What follows belongs to an exercise in optimizing a design on an open flow for small area; a production flow would make more cautious choices. RTL that was checked went through simulation tests only; none was proved equivalent to the original.

==> inputs of v27 <==
==> flow/design.v (excerpt) <==
module data_mem_ctrl
#(
   parameter int DATA_WIDTH = dmem_pkg::DEF_DATA_WIDTH,
   parameter int ADDR_WIDTH = dmem_pkg::DEF_ADDR_WIDTH,
   parameter int DEPTH      = 200
) (
   input  logic                    clk,
   input  logic                    rst,
   input  logic                    req_valid,
   output logic                    req_ready,
   input  logic                    req_we,
   input  logic [ADDR_WIDTH-1:0]   req_addr,
   input  logic [DATA_WIDTH-1:0]   req_wdata,
   input  logic [DATA_WIDTH/8-1:0] req_be,
   output logic                    rsp_valid,
   output logic [DATA_WIDTH-1:0]   rsp_rdata,
   output logic                    rsp_err,
   output logic                    init_done,
   output logic                    rsp_perr
);
==> module dmem_ram_array, before the edit <==
module dmem_ram_array
#(
   parameter int DATA_WIDTH = dmem_pkg::DEF_DATA_WIDTH,
   parameter int ADDR_WIDTH = dmem_pkg::DEF_ADDR_WIDTH,
   parameter int DEPTH      = 256
) (
   input  logic                    clk,
   input  logic                    rst,
   input  logic                    run_i,
   input  logic                    we_i,
   input  logic                    re_i,
   input  logic [ADDR_WIDTH-1:0]   addr_i,
   input  logic [DATA_WIDTH-1:0]   wdata_i,
   input  logic [DATA_WIDTH/8-1:0] wbe_i,
   output logic [DATA_WIDTH-1:0]   rdata_o
);
   localparam int LN = DATA_WIDTH / 8;
   localparam int NHI = (DEPTH + 15) / 16;
   logic [DEPTH-1:0][DATA_WIDTH-1:0] mem_q;
   logic [DATA_WIDTH-1:0]            rdata_q;
   logic [NHI-1:0]        hi_s;
   logic [15:0]           rlo_s;
   logic [15:0][LN-1:0]   wlo_s;
   logic [DEPTH-1:0]      rsel_s;
   logic [DEPTH-1:0][LN-1:0] set_s;
   logic [DEPTH-1:0][LN-1:0] keep_s;
   logic [DATA_WIDTH-1:0] rd_s;
   always_comb begin
      for (int i = 0; i < NHI; i++) hi_s[i] = (addr_i[7:4] == 4'(i));
      for (int j = 0; j < 16; j++) begin
         rlo_s[j] = re_i && (addr_i[3:0] == 4'(j));
         for (int l = 0; l < LN; l++) wlo_s[j][l] = we_i && wbe_i[l] && (addr_i[3:0] == 4'(j));
      end
      for (int r = 0; r < DEPTH; r++) begin
         rsel_s[r] = hi_s[r/16] && rlo_s[r%16];
         for (int l = 0; l < LN; l++) begin
            set_s[r][l]  = (hi_s[r/16] || !run_i) && (wlo_s[r%16][l] || !run_i);
            keep_s[r][l] = !set_s[r][l];
         end
      end
   end
   always_ff @(posedge clk) begin
      for (int r = 0; r < DEPTH; r++)
         for (int l = 0; l < LN; l++)
            mem_q[r][8*l +: 8] <= (mem_q[r][8*l +: 8] & {8{keep_s[r][l]}}) |
                                  (wdata_i[8*l +: 8] & {8{run_i}} & {8{set_s[r][l]}});
   end
   always_comb begin
      rd_s = rdata_q & {DATA_WIDTH{!re_i}};
      for (int r = 0; r < DEPTH; r++) rd_s = rd_s | (mem_q[r] & {DATA_WIDTH{rsel_s[r]}});
   end
   always_ff @(posedge clk or posedge rst) begin
      if (rst) rdata_q <= '0;
      else     rdata_q <= rd_s;
   end
   assign rdata_o = rdata_q;
endmodule
==> module data_mem_ctrl, before the edit <==
module data_mem_ctrl
#(
   parameter int DATA_WIDTH = dmem_pkg::DEF_DATA_WIDTH,
   parameter int ADDR_WIDTH = dmem_pkg::DEF_ADDR_WIDTH,
   parameter int DEPTH      = 200
) (
   input  logic                    clk,
   input  logic                    rst,
   input  logic                    req_valid,
   output logic                    req_ready,
   input  logic                    req_we,
   input  logic [ADDR_WIDTH-1:0]   req_addr,
   input  logic [DATA_WIDTH-1:0]   req_wdata,
   input  logic [DATA_WIDTH/8-1:0] req_be,
   output logic                    rsp_valid,
   output logic [DATA_WIDTH-1:0]   rsp_rdata,
   output logic                    rsp_err,
   output logic                    init_done,
   output logic                    rsp_perr
);
   localparam int LN = DATA_WIDTH / 8;
   logic [7:0] clr_cnt_q;
   logic       run_q;
   logic       rsp_valid_q;
   logic       rsp_err_q;
   logic       accept_s;
   logic       oor_s;
   assign accept_s = req_valid && run_q;
   assign oor_s    = (req_addr >= ADDR_WIDTH'(DEPTH));
   always_ff @(posedge clk or posedge rst) begin
      if (rst) begin
         clr_cnt_q   <= '0;
         run_q       <= 1'b0;
         rsp_valid_q <= 1'b0;
         rsp_err_q   <= 1'b0;
      end else begin
         rsp_valid_q <= accept_s && !req_we;
         rsp_err_q   <= accept_s && oor_s;
         if (!run_q) begin
            clr_cnt_q <= clr_cnt_q + 8'd1;
            if (clr_cnt_q == 8'(DEPTH - 1)) run_q <= 1'b1;
         end
      end
   end
   dmem_ram_array #(
      .DATA_WIDTH (DATA_WIDTH),
      .ADDR_WIDTH (ADDR_WIDTH),
      .DEPTH      (DEPTH)
   ) u_ram (
      .clk     (clk),
      .rst     (rst),
      .run_i   (run_q),
      .we_i    (accept_s && req_we),
      .re_i    (accept_s && !req_we),
      .addr_i  (req_addr),
      .wdata_i (req_wdata),
      .wbe_i   (req_be),
      .rdata_o (rsp_rdata)
   );
   assign req_ready = run_q;
   assign init_done = run_q;
   assign rsp_valid = rsp_valid_q;
   assign rsp_err   = rsp_err_q;
   assign rsp_perr  = 1'b0;
endmodule
Settings: LEC_CHECK=0, CAP_MARGIN=20, CORE_MARGIN=2, CORE_UTILIZATION=70, CTS_BUF_LIST=sky130_fd_sc_hd__clkbuf_4 sky130_fd_sc_hd__clkbuf_8, CTS_CLUSTER_DIAMETER=60, CTS_CLUSTER_SIZE=30, PLACE_DENSITY=0.78, SLEW_MARGIN=20; clock period 6.0 ns.
run.sh (not shown) runs the stock make flow with config.mk's settings and CLKGATE_MAP_FILE= SYNTH_SCRIPT=/design/flow/synth_recipe.tcl, a recipe that flattens the netlist after the stock synthesis.
==> v21 (differences from v27) <==
==> flow/design.v (replaced) <==
package dmem_pkg;
   typedef enum logic [0:0] {
      ST_CLEAR = 1'b0,
      ST_RUN   = 1'b1
   } state_e;
   localparam int DEF_DATA_WIDTH = 16;
   localparam int DEF_ADDR_WIDTH = 8;
   localparam int LANES          = DEF_DATA_WIDTH / 8;
   function automatic logic even_par8(input logic [7:0] byte_i);
      even_par8 = ^byte_i;
   endfunction
endpackage
module dmem_ram_array
#(
   parameter int DATA_WIDTH = dmem_pkg::DEF_DATA_WIDTH,
   parameter int ADDR_WIDTH = dmem_pkg::DEF_ADDR_WIDTH,
   parameter int DEPTH      = 256
) (
   input  logic                    clk,
   input  logic                    rst,
   input  logic                    we_i,
   input  logic [ADDR_WIDTH-1:0]   waddr_i,
   input  logic [DATA_WIDTH-1:0]   wdata_i,
   input  logic [DATA_WIDTH/8-1:0] wbe_i,
   input  logic                    re_i,
   input  logic                    rzero_i,
   input  logic [ADDR_WIDTH-1:0]   raddr_i,
   output logic [DATA_WIDTH-1:0]   rdata_o,
   output logic                    rperr_o
);
   localparam int LN = DATA_WIDTH / 8;
   logic [DATA_WIDTH-1:0] mem_q [DEPTH];
   logic [DATA_WIDTH-1:0] rdata_q;
   always_ff @(posedge clk) begin
      for (int i = 0; i < LN; i++) begin
         if (we_i && wbe_i[i]) begin
            mem_q[waddr_i][8*i +: 8] <= wdata_i[8*i +: 8];
         end
      end
   end
   always_ff @(posedge clk or posedge rst) begin
      if (rst) begin
         rdata_q <= '0;
      end else if (re_i) begin
         rdata_q <= rzero_i ? '0 : mem_q[raddr_i];
      end else begin
         rdata_q <= rdata_q;
      end
   end
   assign rdata_o = rdata_q;
   assign rperr_o = 1'b0;
endmodule
module data_mem_ctrl
#(
   parameter int DATA_WIDTH = dmem_pkg::DEF_DATA_WIDTH,
   parameter int ADDR_WIDTH = dmem_pkg::DEF_ADDR_WIDTH,
   parameter int DEPTH      = 200
) (
   input  logic                    clk,
   input  logic                    rst,
   input  logic                    req_valid,
   output logic                    req_ready,
   input  logic                    req_we,
   input  logic [ADDR_WIDTH-1:0]   req_addr,
   input  logic [DATA_WIDTH-1:0]   req_wdata,
   input  logic [DATA_WIDTH/8-1:0] req_be,
   output logic                    rsp_valid,
   output logic [DATA_WIDTH-1:0]   rsp_rdata,
   output logic                    rsp_err,
   output logic                    init_done,
   output logic                    rsp_perr
);
   localparam int LN = DATA_WIDTH / 8;
   localparam logic [ADDR_WIDTH:0] DEPTH_W = (ADDR_WIDTH + 1)'(DEPTH);
   localparam logic [ADDR_WIDTH:0] LAST_W  = (ADDR_WIDTH + 1)'(DEPTH - 1);
   localparam logic [ADDR_WIDTH:0] ONE_W   = (ADDR_WIDTH + 1)'(1);
   dmem_pkg::state_e                state_q;
   logic [ADDR_WIDTH:0]   clr_cnt_q;
   logic                  req_ready_q;
   logic                  init_done_q;
   logic                  rsp_valid_q;
   logic                  rsp_err_q;
   logic                  accept_s;
   logic                  oor_s;
   logic                  ram_we_s;
   logic [ADDR_WIDTH-1:0] ram_waddr_s;
   logic [DATA_WIDTH-1:0] ram_wdata_s;
   logic [LN-1:0]         ram_wbe_s;
   logic                  ram_re_s;
   logic [DATA_WIDTH-1:0] ram_rdata_s;
   logic                  ram_rperr_s;
   always_comb begin
      accept_s    = req_valid && req_ready_q;
      oor_s       = ({1'b0, req_addr} >= DEPTH_W);
      ram_re_s    = accept_s && !req_we;
      ram_we_s    = 1'b0;
      ram_waddr_s = '0;
      ram_wdata_s = '0;
      ram_wbe_s   = '0;
      if (state_q == dmem_pkg::ST_CLEAR) begin
         ram_we_s    = 1'b1;
         ram_waddr_s = clr_cnt_q[ADDR_WIDTH-1:0];
         ram_wdata_s = '0;
         ram_wbe_s   = '1;
      end else begin
         ram_we_s    = accept_s && req_we && !oor_s;
         ram_waddr_s = req_addr;
         ram_wdata_s = req_wdata;
         ram_wbe_s   = req_be;
      end
   end
   always_ff @(posedge clk or posedge rst) begin
      if (rst) begin
         state_q     <= dmem_pkg::ST_CLEAR;
         clr_cnt_q   <= '0;
         req_ready_q <= 1'b0;
         init_done_q <= 1'b0;
         rsp_valid_q <= 1'b0;
         rsp_err_q   <= 1'b0;
      end else begin
         rsp_valid_q <= accept_s && !req_we;
         rsp_err_q   <= accept_s && oor_s;
         case (state_q)
            dmem_pkg::ST_CLEAR: begin
               clr_cnt_q <= clr_cnt_q + ONE_W;
               if (clr_cnt_q == LAST_W) begin
                  state_q     <= dmem_pkg::ST_RUN;
                  req_ready_q <= 1'b1;
                  init_done_q <= 1'b1;
               end else begin
                  state_q     <= dmem_pkg::ST_CLEAR;
                  req_ready_q <= 1'b0;
                  init_done_q <= 1'b0;
               end
            end
            dmem_pkg::ST_RUN: begin
               state_q     <= dmem_pkg::ST_RUN;
               req_ready_q <= 1'b1;
               init_done_q <= 1'b1;
            end
            default: begin
               state_q     <= dmem_pkg::ST_CLEAR;
               clr_cnt_q   <= '0;
               req_ready_q <= 1'b0;
               init_done_q <= 1'b0;
            end
         endcase
      end
   end
   dmem_ram_array #(
      .DATA_WIDTH (DATA_WIDTH),
      .ADDR_WIDTH (ADDR_WIDTH),
      .DEPTH      (DEPTH)
   ) u_ram (
      .clk     (clk),
      .rst     (rst),
      .we_i    (ram_we_s),
      .waddr_i (ram_waddr_s),
      .wdata_i (ram_wdata_s),
      .wbe_i   (ram_wbe_s),
      .re_i    (ram_re_s),
      .rzero_i (oor_s),
      .raddr_i (req_addr),
      .rdata_o (ram_rdata_s),
      .rperr_o (ram_rperr_s)
   );
   assign req_ready = req_ready_q;
   assign init_done = init_done_q;
   assign rsp_valid = rsp_valid_q;
   assign rsp_err   = rsp_err_q;
   assign rsp_rdata = ram_rdata_s;
   assign rsp_perr  = ram_rperr_s;
endmodule
CORE_UTILIZATION = 40   (was 70)
CTS_BUF_LIST = default   (was sky130_fd_sc_hd__clkbuf_4 sky130_fd_sc_hd__clkbuf_8)
CTS_CLUSTER_DIAMETER = default   (was 60)
CTS_CLUSTER_SIZE = default   (was 30)
PLACE_DENSITY = default   (was 0.78)
==> notes.md <==
	v27	v21
Result of the run	aborted with a tool error	no timing/DRC/antenna violations
Last stage reached	5_1_grt	-
Cells after synthesis	6982	5639
Number of distinct library cells after synthesis	72	64
Pre-CTS WS	0.195 ns	0.403 ns
Mean post-synth cell area	17.3 µm²	22.2 µm²
Clock tree sinks	3227	3228
Cts bufs inserted	161	329
Adder and majority gate portion of the synthesized area	0.000104	0.0000999
Placed insts	9855	9678
Post-synthesis sequential area ratio	0.802	0.773
Root buffer cell	sky130_fd_sc_hd__clkbuf_8	sky130_fd_sc_hd__clkbuf_16
Netlist Area Pre-Place	0.121 mm²	0.125 mm²
Multiplexer fraction of the synthesized cell area	0.000934	0.170
Xor/xnor share of the synthesized area	0.000508	0.000560
Die height	419 µm	563 µm
Proportion of synthesized flip-flops having asynchronous set or reset	0.00837	0.00867
Post-synthesis sequential element count	3227	3228
Syn_nets	7013	5670
Gpl congestion	1.50	0.919
Fraction of the mapped netlist area in simple logic gates	0.0720	0.0221
Instance area at placement	0.132 mm²	0.131 mm²
Starting utilization of the core area	0.704	0.402
HPWL after detailed placement	489000 µm	206000 µm
Horizontal die dimension	419 µm	563 µm
H-tree depth reported by CTS	4	5
Maximum buffer depth of the clock tree	3	4
Compound-Gate Fraction of Synth Area	0.107	0.0187
Only the layout flow was run in v27; the RTL was not checked for function there.

==> inputs of 08-27 <==
data_mem_ctrl, a different RTL version from the one above (not shown whole).
==> module dmem_ram_array, before the edit <==
module dmem_ram_array
#(
   parameter int DATA_WIDTH = dmem_pkg::DEF_DATA_WIDTH,
   parameter int ADDR_WIDTH = dmem_pkg::DEF_ADDR_WIDTH,
   parameter int DEPTH      = 256
) (
   input  logic                    clk,
   input  logic                    rst,
   input  logic                    run_i,
   input  logic                    we_i,
   input  logic                    re_i,
   input  logic [ADDR_WIDTH-1:0]   addr_i,
   input  logic [DATA_WIDTH-1:0]   wdata_i,
   input  logic [DATA_WIDTH/8-1:0] wbe_i,
   output logic [DATA_WIDTH-1:0]   rdata_o
);
   localparam int LN  = DATA_WIDTH / 8;
   localparam int NHI = (DEPTH + 15) / 16;
   logic [DEPTH*DATA_WIDTH-1:0] mem_q;
   logic [DEPTH*DATA_WIDTH-1:0] rterm_s;
   logic [DATA_WIDTH-1:0]       rdata_q;
   logic [DATA_WIDTH-1:0]       rd_s;
   logic [DATA_WIDTH-1:0]       wd_s;
   logic [NHI-1:0]   hi_s;
   logic [15:0]      rlo_s;
   logic [16*LN-1:0] wlo_s;
   assign wd_s = wdata_i & {DATA_WIDTH{run_i}};
   genvar i, j, l, r;
   generate
      for (i = 0; i < NHI; i++) begin : g_hi
         assign hi_s[i] = (addr_i[7:4] == 4'(i)) || !run_i;
      end
      for (j = 0; j < 16; j++) begin : g_lo
         assign rlo_s[j] = re_i && (addr_i[3:0] == 4'(j));
         for (l = 0; l < LN; l++) begin : g_ln
            assign wlo_s[j*LN+l] = (we_i && wbe_i[l] && (addr_i[3:0] == 4'(j))) || !run_i;
         end
      end
      for (r = 0; r < DEPTH; r++) begin : g_row
         logic rsel_s;
         assign rsel_s = hi_s[r/16] && rlo_s[r%16];
         assign rterm_s[r*DATA_WIDTH +: DATA_WIDTH] = mem_q[r*DATA_WIDTH +: DATA_WIDTH] & {DATA_WIDTH{rsel_s}};
         for (l = 0; l < LN; l++) begin : g_ln
            logic set_s;
            assign set_s = hi_s[r/16] && wlo_s[(r%16)*LN+l];
            always_ff @(posedge clk) begin
               if (set_s) mem_q[r*DATA_WIDTH+8*l +: 8] <= wd_s[8*l +: 8];
            end
         end
      end
   endgenerate
   always_comb begin
      rd_s = rdata_q & {DATA_WIDTH{!re_i}};
      for (int k = 0; k < DEPTH; k++) rd_s = rd_s | rterm_s[k*DATA_WIDTH +: DATA_WIDTH];
   end
   always_ff @(posedge clk or posedge rst) begin
      if (rst) rdata_q <= '0;
      else     rdata_q <= rd_s;
   end
   assign rdata_o = rdata_q;
endmodule
make LEC_CHECK=0 CAP_MARGIN=5 CORE_MARGIN=2 CORE_UTILIZATION=50 CTS_BUF_LIST='sky130_fd_sc_hd__clkbuf_4 sky130_fd_sc_hd__clkbuf_8' CTS_CLUSTER_DIAMETER=60 CTS_CLUSTER_SIZE=30 GPL_TIMING_DRIVEN=0 SLEW_MARGIN=5 finish   # period 6.0 ns
==> 04-09: changes against 08-27 <==
--- a/flow/design.v
+++ b/flow/design.v
@@ -11,4 +11,41 @@
    endfunction
 endpackage
+module dmem_lane (
+   input  logic       clk,
+   input  logic       keep_i,
+   input  logic       set_i,
+   input  logic [7:0] d_i,
+   output logic [7:0] q_o
+);
+   logic [7:0] q;
+   always_ff @(posedge clk) q <= (q & {8{keep_i}}) | (d_i & {8{set_i}});
+   assign q_o = q;
+endmodule
+module dmem_nor2 (
+   input  logic a_i,
+   input  logic b_i,
+   output logic y_o
+);
+   assign y_o = !(a_i || b_i);
+endmodule
+module dmem_inv (
+   input  logic a_i,
+   output logic y_o
+);
+   assign y_o = !a_i;
+endmodule
+module dmem_rgrp #(
+   parameter int W = 16
+) (
+   input  logic [W-1:0] a_i,
+   input  logic [W-1:0] b_i,
+   input  logic [W-1:0] c_i,
+   input  logic         sa_i,
+   input  logic         sb_i,
+   input  logic         sc_i,
+   output logic [W-1:0] y_n_o
+);
+   assign y_n_o = ~((a_i & {W{sa_i}}) | (b_i & {W{sb_i}}) | (c_i & {W{sc_i}}));
+endmodule
 module dmem_ram_array
 #(
@@ -29,12 +66,15 @@
    localparam int LN  = DATA_WIDTH / 8;
    localparam int NHI = (DEPTH + 15) / 16;
-   logic [DEPTH*DATA_WIDTH-1:0] mem_q;
-   logic [DEPTH*DATA_WIDTH-1:0] rterm_s;
-   logic [DATA_WIDTH-1:0]       rdata_q;
-   logic [DATA_WIDTH-1:0]       rd_s;
-   logic [DATA_WIDTH-1:0]       wd_s;
+   localparam int NT  = DEPTH + 1;
+   localparam int NG  = (NT + 2) / 3;
+   logic [DATA_WIDTH-1:0] rdata_q;
+   logic [DATA_WIDTH-1:0] rd_s;
+   logic [DATA_WIDTH-1:0] wd_s;
    logic [NHI-1:0]   hi_s;
    logic [15:0]      rlo_s;
    logic [16*LN-1:0] wlo_s;
+   logic [3*NG*DATA_WIDTH-1:0] term_s;
+   logic [3*NG-1:0]            tsel_s;
+   logic [NG*DATA_WIDTH-1:0]   grp_n_s;
    assign wd_s = wdata_i & {DATA_WIDTH{run_i}};
    genvar i, j, l, r;
@@ -50,19 +90,40 @@
       end
       for (r = 0; r < DEPTH; r++) begin : g_row
-         logic rsel_s;
-         assign rsel_s = hi_s[r/16] && rlo_s[r%16];
-         assign rterm_s[r*DATA_WIDTH +: DATA_WIDTH] = mem_q[r*DATA_WIDTH +: DATA_WIDTH] & {DATA_WIDTH{rsel_s}};
+         assign tsel_s[r] = hi_s[r/16] && rlo_s[r%16];
          for (l = 0; l < LN; l++) begin : g_ln
             logic set_s;
-            assign set_s = hi_s[r/16] && wlo_s[(r%16)*LN+l];
-            always_ff @(posedge clk) begin
-               if (set_s) mem_q[r*DATA_WIDTH+8*l +: 8] <= wd_s[8*l +: 8];
-            end
+            logic keep_s;
+            dmem_nor2 u_set (.a_i(!hi_s[r/16]), .b_i(!wlo_s[(r%16)*LN+l]), .y_o(set_s));
+            dmem_inv u_keep (.a_i(set_s), .y_o(keep_s));
+            dmem_lane u_lane (
+               .clk    (clk),
+               .keep_i (keep_s),
+               .set_i  (set_s),
+               .d_i    (wd_s[8*l +: 8]),
+               .q_o    (term_s[r*DATA_WIDTH+8*l +: 8])
+            );
          end
+      end
+      assign term_s[DEPTH*DATA_WIDTH +: DATA_WIDTH] = rdata_q;
+      assign tsel_s[DEPTH] = !re_i;
+      if (3*NG > NT) begin : g_pad
+         assign term_s[3*NG*DATA_WIDTH-1:NT*DATA_WIDTH] = '0;
+         assign tsel_s[3*NG-1:NT] = '0;
+      end
+      for (i = 0; i < NG; i++) begin : g_grp
+         dmem_rgrp #(.W(DATA_WIDTH)) u_grp (
+            .a_i   (term_s[(3*i)*DATA_WIDTH +: DATA_WIDTH]),
+            .b_i   (term_s[(3*i+1)*DATA_WIDTH +: DATA_WIDTH]),
+            .c_i   (term_s[(3*i+2)*DATA_WIDTH +: DATA_WIDTH]),
+            .sa_i  (tsel_s[3*i]),
+            .sb_i  (tsel_s[3*i+1]),
+            .sc_i  (tsel_s[3*i+2]),
+            .y_n_o (grp_n_s[i*DATA_WIDTH +: DATA_WIDTH])
+         );
       end
    endgenerate
    always_comb begin
-      rd_s = rdata_q & {DATA_WIDTH{!re_i}};
-      for (int k = 0; k < DEPTH; k++) rd_s = rd_s | rterm_s[k*DATA_WIDTH +: DATA_WIDTH];
+      rd_s = '0;
+      for (int k = 0; k < NG; k++) rd_s = rd_s | ~grp_n_s[k*DATA_WIDTH +: DATA_WIDTH];
    end
    always_ff @(posedge clk or posedge rst) begin
==> flow/config.mk (replaced) <==
export PLATFORM = sky130hd
export DESIGN_NAME = data_mem_ctrl
export DESIGN_NICKNAME = data_mem_ctrl
export VERILOG_FILES = /design/flow/design.v
export SDC_FILE = /design/flow/constraint.sdc
export NUM_CORES = 4
export LEC_CHECK = 0
export CAP_MARGIN = 20
export CORE_MARGIN = 2
export CORE_UTILIZATION = 50
export CTS_BUF_LIST = sky130_fd_sc_hd__clkbuf_16
export CTS_CLUSTER_DIAMETER = 50
export CTS_CLUSTER_SIZE = 20
export SLEW_MARGIN = 20
export SYNTH_HIERARCHICAL = 1
==> comparison <==
04-09 completed with no timing, DRC or antenna violations. 08-27 did not get past global routing on GRT-0116.
Area after synthesis: 04-09 is lower than 08-27 (2.4%).
Between 04-09 and 08-27, the lower synthesized cell count is in 08-27 (gap 42%, measured against 08-27).
Function not checked in 08-27: the RTL went through the layout flow alone.

-- re-timing with driven ports --
The results above use ideal ports. As a check the final layouts listed here were re-extracted and re-timed, cells and wires unchanged. Step 1: set_driving_cell puts a clkbuf_16 on clk and a buf_2 on each other input, an assumption about the parent block. Step 2 times the ports against the registers' clock, not the clock port: input delays grow and output delays shrink by t, the midpoint of the rising clock arrivals with the driver on. Three values: no drivers, after step 1, after step 2; two values: the first two.
run	shift t [ns]	setup slack, ns	worst setup path at the end	clock arrival spread, ns	worst slew at a driven data input, ns
v21	0.963	1.242 / 1.242 / 0.479	input to register	0.063 / 0.063	0.08
04-09	1.032	0.812 / 0.883 / -0.149	input to register	0.066 / 0.065	0.07
Met with ideal ports but missed after step 2: setup timing in 04-09. For 04-09, which loses most, drivers alone change the setup slack by +0.071 ns; drivers and shift together by -0.961 ns.
